This design comes from an exercise in tuning for small area, a short achievable clock period and few clock cycles per item on the open sky130 flow, not from production work.
RTL that was checked went through simulation tests only; none was proved equivalent to the original.
Power and IR drop assume default switching activity.

==> flow/design.v (excerpt) <==
module aud_ima_adpcm_stream_decoder_unit (
  input  wire logic        clk,
  input  wire logic        rst,
  input  wire logic        s_axis_tvalid,
  output logic             s_axis_tready,
  input  wire logic [7:0]  s_axis_tdata,    
  input  wire logic        s_axis_tlast,    
  output logic             m_axis_tvalid,
  input  wire logic        m_axis_tready,
  output logic [31:0]      m_axis_tdata,    
  output logic             m_axis_tlast     
);
  logic        adv, room, busy, push, push_last, emit, ld_idx, ld_pred;
  logic [7:0]  push_byte, hbyte;
  logic [15:0] hpair;
  logic [15:0] rate;
  logic signed [15:0] pred;
  assign adv = !m_axis_tvalid || m_axis_tready;
  aima_control u_ctrl (
    .clk(clk), .rst(rst),
    .in_valid(s_axis_tvalid), .in_ready(s_axis_tready),
    .in_byte(s_axis_tdata), .in_end(s_axis_tlast),
    .room(room), .busy(busy), .rate(rate),
    .push(push), .push_byte(push_byte), .push_last(push_last), .emit(emit),
    .ld_idx(ld_idx), .ld_pred(ld_pred), .hbyte(hbyte), .hpair(hpair)
  );
  aima_datapath u_dp (
    .clk(clk), .rst(rst), .adv(adv), .push(push), .push_byte(push_byte),
    .push_last(push_last), .emit(emit), .ld_idx(ld_idx), .ld_pred(ld_pred),
  ...
For scale: about 1,000 cells after synthesis, ~170 flip-flops, ~48 I/O pins, ~11,000 um2 of cells after synthesis.
Settings: LEC_CHECK=0, CAP_MARGIN=20, CORE_MARGIN=2, CORE_UTILIZATION=40, SETUP_SLACK_MARGIN=5, SLEW_MARGIN=20, TNS_END_PERCENT=5; clock period 11.0 ns.
standard.sh (not shown) runs the stock make flow with config.mk's settings and CLKGATE_MAP_FILE= SYNTH_SCRIPT=/design/flow/synth_recipe.tcl, a recipe that flattens the netlist after the stock synthesis.
==> flow/flow/run.sh <==
#!/bin/bash
# The standard layout, with: timing repair aiming for 7.75 ns of setup slack at
# the design's clock period; every port buffered with buf_2 (the standard
# flow's choice is a delay buffer); clock tree synthesis without dummy loads.
# config.mk's settings otherwise. ORFS's per-step logs stay under orfs/logs;
# make's own output goes to make_finish.log.
set -euo pipefail
bash standard.sh SETUP_SLACK_MARGIN=7.75 \
  BUFFER_PORTS_ARGS="-buffer_cell sky130_fd_sc_hd__buf_2" \
  CTS_ARGS="-sink_clustering_enable -repair_clock_nets -dont_use_dummy_load" \
  finish > make_finish.log 2>&1
The starting point finished clean.
Testbench counts at the start, summed over its fixed seeds: cycles 33,056, samples 31,880.
Change:
--- a/flow/flow/run.sh
+++ b/flow/flow/run.sh
@@ -1,3 +1,3 @@
 #!/bin/bash
-# The standard layout, with: timing repair aiming for 7.75 ns of setup slack at
+# The standard layout, with: timing repair aiming for 7.5 ns of setup slack at
 # the design's clock period; every port buffered with buf_2 (the standard
@@ -7,3 +7,3 @@
 set -euo pipefail
-bash standard.sh SETUP_SLACK_MARGIN=7.75 \
+bash standard.sh SETUP_SLACK_MARGIN=7.5 \
   BUFFER_PORTS_ARGS="-buffer_cell sky130_fd_sc_hd__buf_2" \
--- a/flow/config.mk
+++ b/flow/config.mk
@@ -9,3 +9,3 @@
 export CORE_MARGIN = 2
-export CORE_UTILIZATION = 40
+export CORE_UTILIZATION = 55
 export SETUP_SLACK_MARGIN = 5
The new run went through all stages and came out clean.
Die area drops by a quarter to a third.
Utilization climbs by 17 points.
Register-to-register slack is better by 50 ps.
Wire length drops by a few percent.
Design area drops slightly.
Global-route usage climbs by 5.8 points.
Change:
==> flow/flow/run.sh (replaced) <==
#!/bin/bash
set -euo pipefail
bash standard.sh SETUP_SLACK_MARGIN=7.5 \
  CTS_ARGS="-sink_clustering_enable -repair_clock_nets -dont_use_dummy_load" \
  finish > make_finish.log 2>&1
--- a/flow/config.mk
+++ b/flow/config.mk
@@ -9,3 +9,3 @@
 export CORE_MARGIN = 2
-export CORE_UTILIZATION = 55
+export CORE_UTILIZATION = 40
 export SETUP_SLACK_MARGIN = 5
Outcome: First-iteration DRC count rises by 6.1%; wire length rises by about 1.4%; critical path depth falls by 9; non-clock buffer count falls by 2; fmax falls by 2.2%; combinational power rises by 11%; die area rises by about 36%; via count is about the same; clock skew hardly moves.
Change:
==> flow/flow/run.sh (replaced) <==
#!/bin/bash
# The standard layout, with: timing repair aiming for 7.25 ns of setup slack at
# the design's clock period; every port buffered with buf_2 (the standard
# flow's choice is a delay buffer); clock tree synthesis without dummy loads.
# config.mk's settings otherwise. ORFS's per-step logs stay under orfs/logs;
# make's own output goes to make_finish.log.
set -euo pipefail
bash standard.sh SETUP_SLACK_MARGIN=7.25 \
  BUFFER_PORTS_ARGS="-buffer_cell sky130_fd_sc_hd__buf_2" \
  CTS_ARGS="-sink_clustering_enable -repair_clock_nets -dont_use_dummy_load" \
  finish > make_finish.log 2>&1
The changed run went through all stages and came out clean.
Total power is about the same.
Worst hold slack improved by 4.0 ps.
Via count fell slightly.
Global-route usage fell by 0.36 points.
Wire length barely changes.
First-iteration DRC count rose by a little under a tenth.
Setup slack got worse by 25 ps.
Utilization fell by 2.3 points.
Die area stays the same.
Change:
==> flow/flow/run.sh (replaced) <==
#!/bin/bash
# The standard layout, with: timing repair aiming for 7.5 ns of setup slack at
# the design's clock period; every port buffered with buf_1 (the standard
# flow's choice is a delay buffer); clock tree synthesis with clkbuf_8 and without dummy loads.
# config.mk's settings otherwise. ORFS's per-step logs stay under orfs/logs;
# make's own output goes to make_finish.log.
set -euo pipefail
bash standard.sh SETUP_SLACK_MARGIN=7.5 \
  BUFFER_PORTS_ARGS="-buffer_cell sky130_fd_sc_hd__buf_1" \
  CTS_ARGS="-sink_clustering_enable -repair_clock_nets -dont_use_dummy_load -buf_list sky130_fd_sc_hd__clkbuf_8" \
  finish > make_finish.log 2>&1
The changed run finished clean.
Final area went up by 0.34%.
Sequential power hardly moves.
Hold slack is better by 4.6 ps.
Utilization went up by 0.16 points.
Non-clock buffer count went up by 21.
Clock power went down by 31%.
Register-to-register slack is better by 40 ps.
Routed wire length went up by 0.57%.
Cell count went up by 1.5%.
Via count went up by 2.3%.
Change:
==> flow/flow/run.sh (replaced) <==
#!/bin/bash
set -euo pipefail
bash standard.sh SETUP_SLACK_MARGIN=7.25 \
  CTS_ARGS="-sink_clustering_enable -repair_clock_nets -dont_use_dummy_load" \
  finish > make_finish.log 2>&1
What happened: Cell count fell by 1.2%; global-route usage hardly moves; sequential cell count does not change; non-clock buffer count came out lower by 17; utilization grows by 0.69 points; sequential share of layout area decreases by 0.60 points.

---

aud_ima_adpcm_stream_decoder_unit, a different RTL version from the one above (not shown whole).
For scale: roughly 1100 cells after synthesis, about 48 I/O pins, ~11000 µm² of cells after synthesis.
Settings: LEC_CHECK=0, CAP_MARGIN=70, CORE_MARGIN=2, CORE_UTILIZATION=40, SETUP_SLACK_MARGIN=5, SLEW_MARGIN=70; clock period 11.0 ns.
==> flow/flow/run.sh <==
#!/bin/bash
set -euo pipefail
bash standard.sh SETUP_SLACK_MARGIN=7 \
  CTS_ARGS="-sink_clustering_enable -repair_clock_nets -dont_use_dummy_load" \
  finish > make_finish.log 2>&1
Testbench counts at the start, summed over its fixed seeds: cycles 33,056, samples 31,880.
Then changed:
==> flow/flow/run.sh (replaced) <==
#!/bin/bash
set -euo pipefail
bash standard.sh SETUP_SLACK_MARGIN=7 finish > make_finish.log 2>&1
Effect: Wire length stays flat. Flip-flop and latch count is unchanged. Final area goes up by 1.5%. Sequential share of layout area is lower by 0.58 points. Via count increases by 0.75%.
Then changed:
==> flow/flow/run.sh (replaced) <==
#!/bin/bash
set -euo pipefail
bash standard.sh SETUP_SLACK_MARGIN=8 finish > make_finish.log 2>&1
The new run ran to the end with no violations.
Total power goes up by a few percent.
Worst setup slack improved by 0.43 ns.
Cell area goes up by about a fifth.
Count of clock-buffer cells in the layout goes down by 1.
Then changed:
==> flow/flow/run.sh (replaced) <==
#!/bin/bash
set -euo pipefail
bash standard.sh SETUP_SLACK_MARGIN=7.5 finish > make_finish.log 2>&1
- CORE_UTILIZATION: 40 -> 65
- CTS_BUF_LIST: default -> sky130_fd_sc_hd__clkbuf_8
- CTS_CLUSTER_DIAMETER: default -> 60
- CTS_CLUSTER_SIZE: default -> 30
Outcome: The changed run finished clean; wire length falls by 1.2%; area after synthesis is unchanged; power falls by 7.3%; final cell count falls by 13%; sequential share of layout area rises by 3.1 points; register-to-register slack gets worse by 0.39 ns; setup slack gets worse by 0.39 ns; sequential power is about the same; global-route usage rises by 10 points; synthesized cell count is unchanged.
Then changed:
==> flow/flow/run.sh (replaced) <==
#!/bin/bash
set -euo pipefail
bash standard.sh SETUP_SLACK_MARGIN=7 \
  CTS_ARGS="-sink_clustering_enable -repair_clock_nets -dont_use_dummy_load" \
  finish > make_finish.log 2>&1
- CORE_UTILIZATION: 65 -> 60
- CTS_BUF_LIST: sky130_fd_sc_hd__clkbuf_8 -> default
- CTS_CLUSTER_DIAMETER: 60 -> default
- CTS_CLUSTER_SIZE: 30 -> default
Final area fell by 8.5%.
Count of clock-buffer cells in the layout does not change.
Routed wire length decreases by 15%.
Sequential power hardly moves.
Fmax drops by 2.2%.
Clock power climbs by about 1%.
Utilization goes down by 13 points.
Synthesized area stays the same.
Flip-flop and latch count is unchanged.
Then changed:
==> flow/flow/run.sh (replaced) <==
#!/bin/bash
set -euo pipefail
bash standard.sh SETUP_SLACK_MARGIN=6.5 finish > make_finish.log 2>&1
- CORE_UTILIZATION: 60 -> 40
Effect: Maximum frequency fell by a little under a tenth; worst setup slack is worse by 0.37 ns; final area rises slightly; register-to-register slack is worse by 0.37 ns; total power went up by roughly a tenth; synthesized cell count is unchanged; utilization fell by 22 points; area after synthesis stays the same.

---

Setup of xenon:
aud_ima_adpcm_stream_decoder_unit with an RTL version that a note above also has.
Size in the first run: about 1000 cells after synthesis, about 48 I/O pins, roughly 0.011 mm² of cells after synthesis.
export LEC_CHECK = 0
export CAP_MARGIN = 20
export CORE_MARGIN = 2
export CORE_UTILIZATION = 40
export SETUP_SLACK_MARGIN = 5
export SLEW_MARGIN = 20
export TNS_END_PERCENT = 5
create_clock -name core_clock -period 11.0 [get_ports {clk}]
==> flow/flow/run.sh <==
#!/bin/bash
# The standard layout, with: timing repair aiming for 7.25 ns of setup slack at
# the design's clock period; every port buffered with buf_4 (the standard
# flow's choice is a delay buffer); clock tree synthesis without dummy loads.
# config.mk's settings otherwise. ORFS's per-step logs stay under orfs/logs;
# make's own output goes to make_finish.log.
set -euo pipefail
bash standard.sh SETUP_SLACK_MARGIN=7.25 \
  BUFFER_PORTS_ARGS="-buffer_cell sky130_fd_sc_hd__buf_4" \
  CTS_ARGS="-sink_clustering_enable -repair_clock_nets -dont_use_dummy_load" \
  finish > make_finish.log 2>&1
xenon completed end to end with timing, DRC and antenna clean.
Testbench counts of xenon, summed over its fixed seeds: cycles 33,056, samples 31,880.
#### Input delta (ember over xenon)
==> flow/flow/run.sh <==
#!/bin/bash
# The standard layout, with: timing repair aiming for 7.5 ns of setup slack at
# the design's clock period; every port buffered with buf_2 (the standard
# flow's choice is a delay buffer); clock tree synthesis without dummy loads.
# config.mk's settings otherwise. ORFS's per-step logs stay under orfs/logs;
# make's own output goes to make_finish.log.
set -euo pipefail
bash standard.sh SETUP_SLACK_MARGIN=7.5 \
  BUFFER_PORTS_ARGS="-buffer_cell sky130_fd_sc_hd__buf_2" \
  CTS_ARGS="-sink_clustering_enable -repair_clock_nets -dont_use_dummy_load" \
  finish > make_finish.log 2>&1
## What came out
- ember vs xenon on design area: ember is the higher one.
- Going from xenon to ember, area growth from synthesis to final layout grows by 0.53 points.
- Measured against each other, xenon and ember differ in shortest clock period the worst path allows after layout, the higher figure coming from xenon.
- Timing startpoint of the critical path: u_dp.idx[0] -> xenon, u_dp.db[3] -> ember
> inputs changed (ember -> pepper)
==> flow/flow/run.sh <==
#!/bin/bash
set -euo pipefail
bash standard.sh SETUP_SLACK_MARGIN=7 \
  CTS_ARGS="-sink_clustering_enable -repair_clock_nets -dont_use_dummy_load" \
  finish > make_finish.log 2>&1
### Flow results
pepper has completed all stages; timing, DRC and antenna checks passed.
Comparing ember with pepper, the multi-input logic cell count came out essentially unchanged.
Diff ember -> pepper: cell count decreased 0.84%, worst setup slack decreased 0.32 ns, total power increased about 0.6%.
On final-layout worst hold slack, ember and pepper are basically level.
Cmp pepper vs ember: critical-path maximum fanout higher in pepper
A timing endpoint of the critical path of u_dp.da[3] is what pepper shows, while u_dp.pred[2] belongs to ember.
Of pepper and ember, it is pepper that has the higher final period demand of the worst path.
Going from ember to pepper, filler cell count in the final layout grew slightly.
Compared with ember, in pepper sequential power share dropped 0.3 points; worst endpoint data arrival time increased 0.33 ns.

---

Setup of old:
Another version of the RTL of aud_ima_adpcm_stream_decoder_unit (not shown whole).
Size: ~1100 cells after synthesis, ~170 flip-flops, ~48 I/O pins.
// aud_ima_adpcm_stream_decoder_unit
module aud_ima_adpcm_stream_decoder_unit (
  input  wire logic        clk,
  input  wire logic        rst,
  input  wire logic        s_axis_tvalid,
  output logic             s_axis_tready,
  input  wire logic [7:0]  s_axis_tdata,    
  input  wire logic        s_axis_tlast,    
  output logic             m_axis_tvalid,
  input  wire logic        m_axis_tready,
  output logic [31:0]      m_axis_tdata,    
  output logic             m_axis_tlast     
);
export LEC_CHECK = 0
export CAP_MARGIN = 70
export CORE_MARGIN = 2
export CORE_UTILIZATION = 40
export SETUP_SLACK_MARGIN = 5
export SLEW_MARGIN = 70
create_clock -name core_clock -period 11.0 [get_ports {clk}]
==> flow/flow/run.sh <==
#!/bin/bash
set -euo pipefail
bash standard.sh SETUP_SLACK_MARGIN=7 finish > make_finish.log 2>&1
old: full flow OK, the timing, DRC and antenna checks passed
> inputs changed (old -> new)
==> flow/run.sh (new file) <==
#!/bin/bash
# synth_recipe.tcl (not shown) runs the flow's synth.tcl, then flattens the netlist and writes it again
# the make line also repeats each setting of config.mk as NAME=value (left out here)
make -C /OpenROAD-flow-scripts/flow DESIGN_CONFIG=/design/flow/config.mk WORK_HOME=/design/flow/orfs CLKGATE_MAP_FILE= SYNTH_SCRIPT=/design/flow/synth_recipe.tcl finish
removed: flow/flow/run.sh
removed: flow/standard.sh
Side by side, sequential portion of the cell area turned out higher in new than in old. Between new and old, the number of placed instances, taps included does not differ in any meaningful way. Maximum fanout along the worst path for new: 35 up relative to old.
No functional check of the RTL was part of any run of this note.

---

aud_ima_adpcm_stream_decoder_unit with an RTL version that a note above also has.
Size in the first run: ~170 flip-flops, ~11000 µm² of cells after synthesis.
Settings: LEC_CHECK=0, CAP_MARGIN=70, CORE_MARGIN=2, CORE_UTILIZATION=40, GPL_ROUTABILITY_DRIVEN=0, GPL_TIMING_DRIVEN=1, SETUP_SLACK_MARGIN=5, SLEW_MARGIN=70, TNS_END_PERCENT=5; clock period 11.0 ns.
==> flow/flow/run.sh <==
#!/bin/bash
set -euo pipefail
bash standard.sh SETUP_SLACK_MARGIN=7 \
  CTS_ARGS="-sink_clustering_enable -repair_clock_nets -dont_use_dummy_load" \
  finish > make_finish.log 2>&1
Testbench counts at the start, summed over its fixed seeds: cycles 33,056, samples 31,880.
Edit:
==> flow/flow/run.sh (replaced) <==
#!/bin/bash
set -euo pipefail
bash standard.sh SETUP_SLACK_MARGIN=7.5 finish > make_finish.log 2>&1
GPL_ROUTABILITY_DRIVEN = not set   (was 0)
GPL_TIMING_DRIVEN = not set   (was 1)
TNS_END_PERCENT = not set   (was 5)
The new run finished clean.
Utilization is higher by 5.0 points.
Non-clock buffer count is higher by 75.
Die area is unchanged.
Clock power is higher by 30%.
Sequential share of layout area is lower by 3.7 points.
Power is higher by 14%.
Edit:
==> flow/flow/run.sh (replaced) <==
#!/bin/bash
set -euo pipefail
bash standard.sh SETUP_SLACK_MARGIN=7 \
  CTS_ARGS="-sink_clustering_enable -repair_clock_nets -dont_use_dummy_load" \
  finish > make_finish.log 2>&1
TNS_END_PERCENT = 5   (was not set)
Effect:
- die area is unchanged
- first-iteration DRC count shrinks by 4.4%
- non-clock buffer count shrinks by 83
- register-to-register slack is worse by 330 ps
Edit:
CAP_MARGIN = 20   (was 70)
SLEW_MARGIN = 20   (was 70)
TNS_END_PERCENT = not set   (was 5)
Effect: Non-clock buffer count falls by 11. Routed wire length rose by 0.51%. Critical path depth does not change. Synthesized cell count does not change. Power stays flat.

[static timing again, ports no longer ideal]
The results above use ideal ports. As a check the final layouts listed here were re-extracted and re-timed, cells and wires unchanged. Step 1 assumes that a clkbuf_16 drives the clock port and a buf_2 every other input. Step 2 times the ports against the registers' clock, not the clock port: input delays grow and output delays shrink by t, the midpoint of the rising clock arrivals with the driver on. a / b / c = ideal ports / drivers / drivers and shift; a / b = the first two.
run	t, ns	slack for setup (ns)	hold WS [ns]	worst setup path after step 2	worst register clock-pin slew, ns
the first run of note 1	0.462	7.346 / 7.346 / 7.119	0.451 / 0.451 / 0.451	input to register	0.07 / 0.07
the second run of note 1	0.465	7.391 / 7.391 / 7.088	0.409 / 0.409 / 0.409	input to register	0.07 / 0.07
the third run of note 1	0.465	7.311 / 7.268 / 6.980	0.445 / 0.445 / 0.445	input to register	0.08 / 0.08
the fourth run of note 1	0.463	7.286 / 7.286 / 7.108	0.449 / 0.449 / 0.449	input to register	0.07 / 0.07
the fifth run of note 1	0.482	7.325 / 7.325 / 7.048	0.453 / 0.453 / 0.453	input to register	0.11 / 0.11
the sixth run of note 1	0.467	7.177 / 7.131 / 6.960	0.437 / 0.437 / 0.437	input to register	0.08 / 0.08
the first run of note 2	0.463	7.154 / 7.154 / 6.717	0.441 / 0.441 / 0.441	input to register	0.08 / 0.08
the second run of note 2	0.473	7.193 / 7.199 / 6.742	0.443 / 0.443 / 0.443	input to register	0.08 / 0.08
the third run of note 2	0.477	7.626 / 7.582 / 7.300	0.459 / 0.459 / 0.459	input to register	0.08 / 0.08
the fourth run of note 2	0.510	7.234 / 7.234 / 7.111	0.437 / 0.437 / 0.437	input to register	0.11 / 0.11
the fifth run of note 2	0.469	7.148 / 7.148 / 6.803	0.450 / 0.450 / 0.450	input to register	0.08 / 0.08
the sixth run of note 2	0.477	6.773 / 6.773 / 6.750	0.465 / 0.465 / 0.465	input to register	0.09 / 0.09
xenon	0.463	7.247 / 7.247 / 7.087	0.460 / 0.460 / 0.460	input to register	0.07 / 0.07
ember	0.461	7.382 / 7.382 / 7.117	0.449 / 0.449 / 0.449	input to register	0.07 / 0.07
pepper	0.469	7.063 / 7.063 / 6.705	0.451 / 0.451 / 0.451	input to register	0.07 / 0.07
old	0.477	7.049 / 7.049 / 6.655	0.438 / 0.438 / 0.438	input to register	0.09 / 0.09
new	0.471	6.361 / 6.361 / 6.145	0.422 / 0.422 / 0.422	input to register	0.09 / 0.09
the first run of note 5	0.471	7.078 / 7.091 / 6.632	0.451 / 0.451 / 0.451	input to register	0.08 / 0.08
the second run of note 5	0.472	7.445 / 7.400 / 7.126	0.443 / 0.443 / 0.443	input to register	0.08 / 0.08
the third run of note 5	0.463	7.152 / 7.152 / 6.720	0.439 / 0.439 / 0.439	input to register	0.08 / 0.08
the fourth run of note 5	0.457	7.100 / 7.100 / 6.786	0.424 / 0.424 / 0.424	input to register	0.08 / 0.08
After both steps every run listed still meets setup and hold. The setup slack of the second run of note 2, which loses most, moves by +0.006 ns with the drivers and by -0.451 ns with both steps.
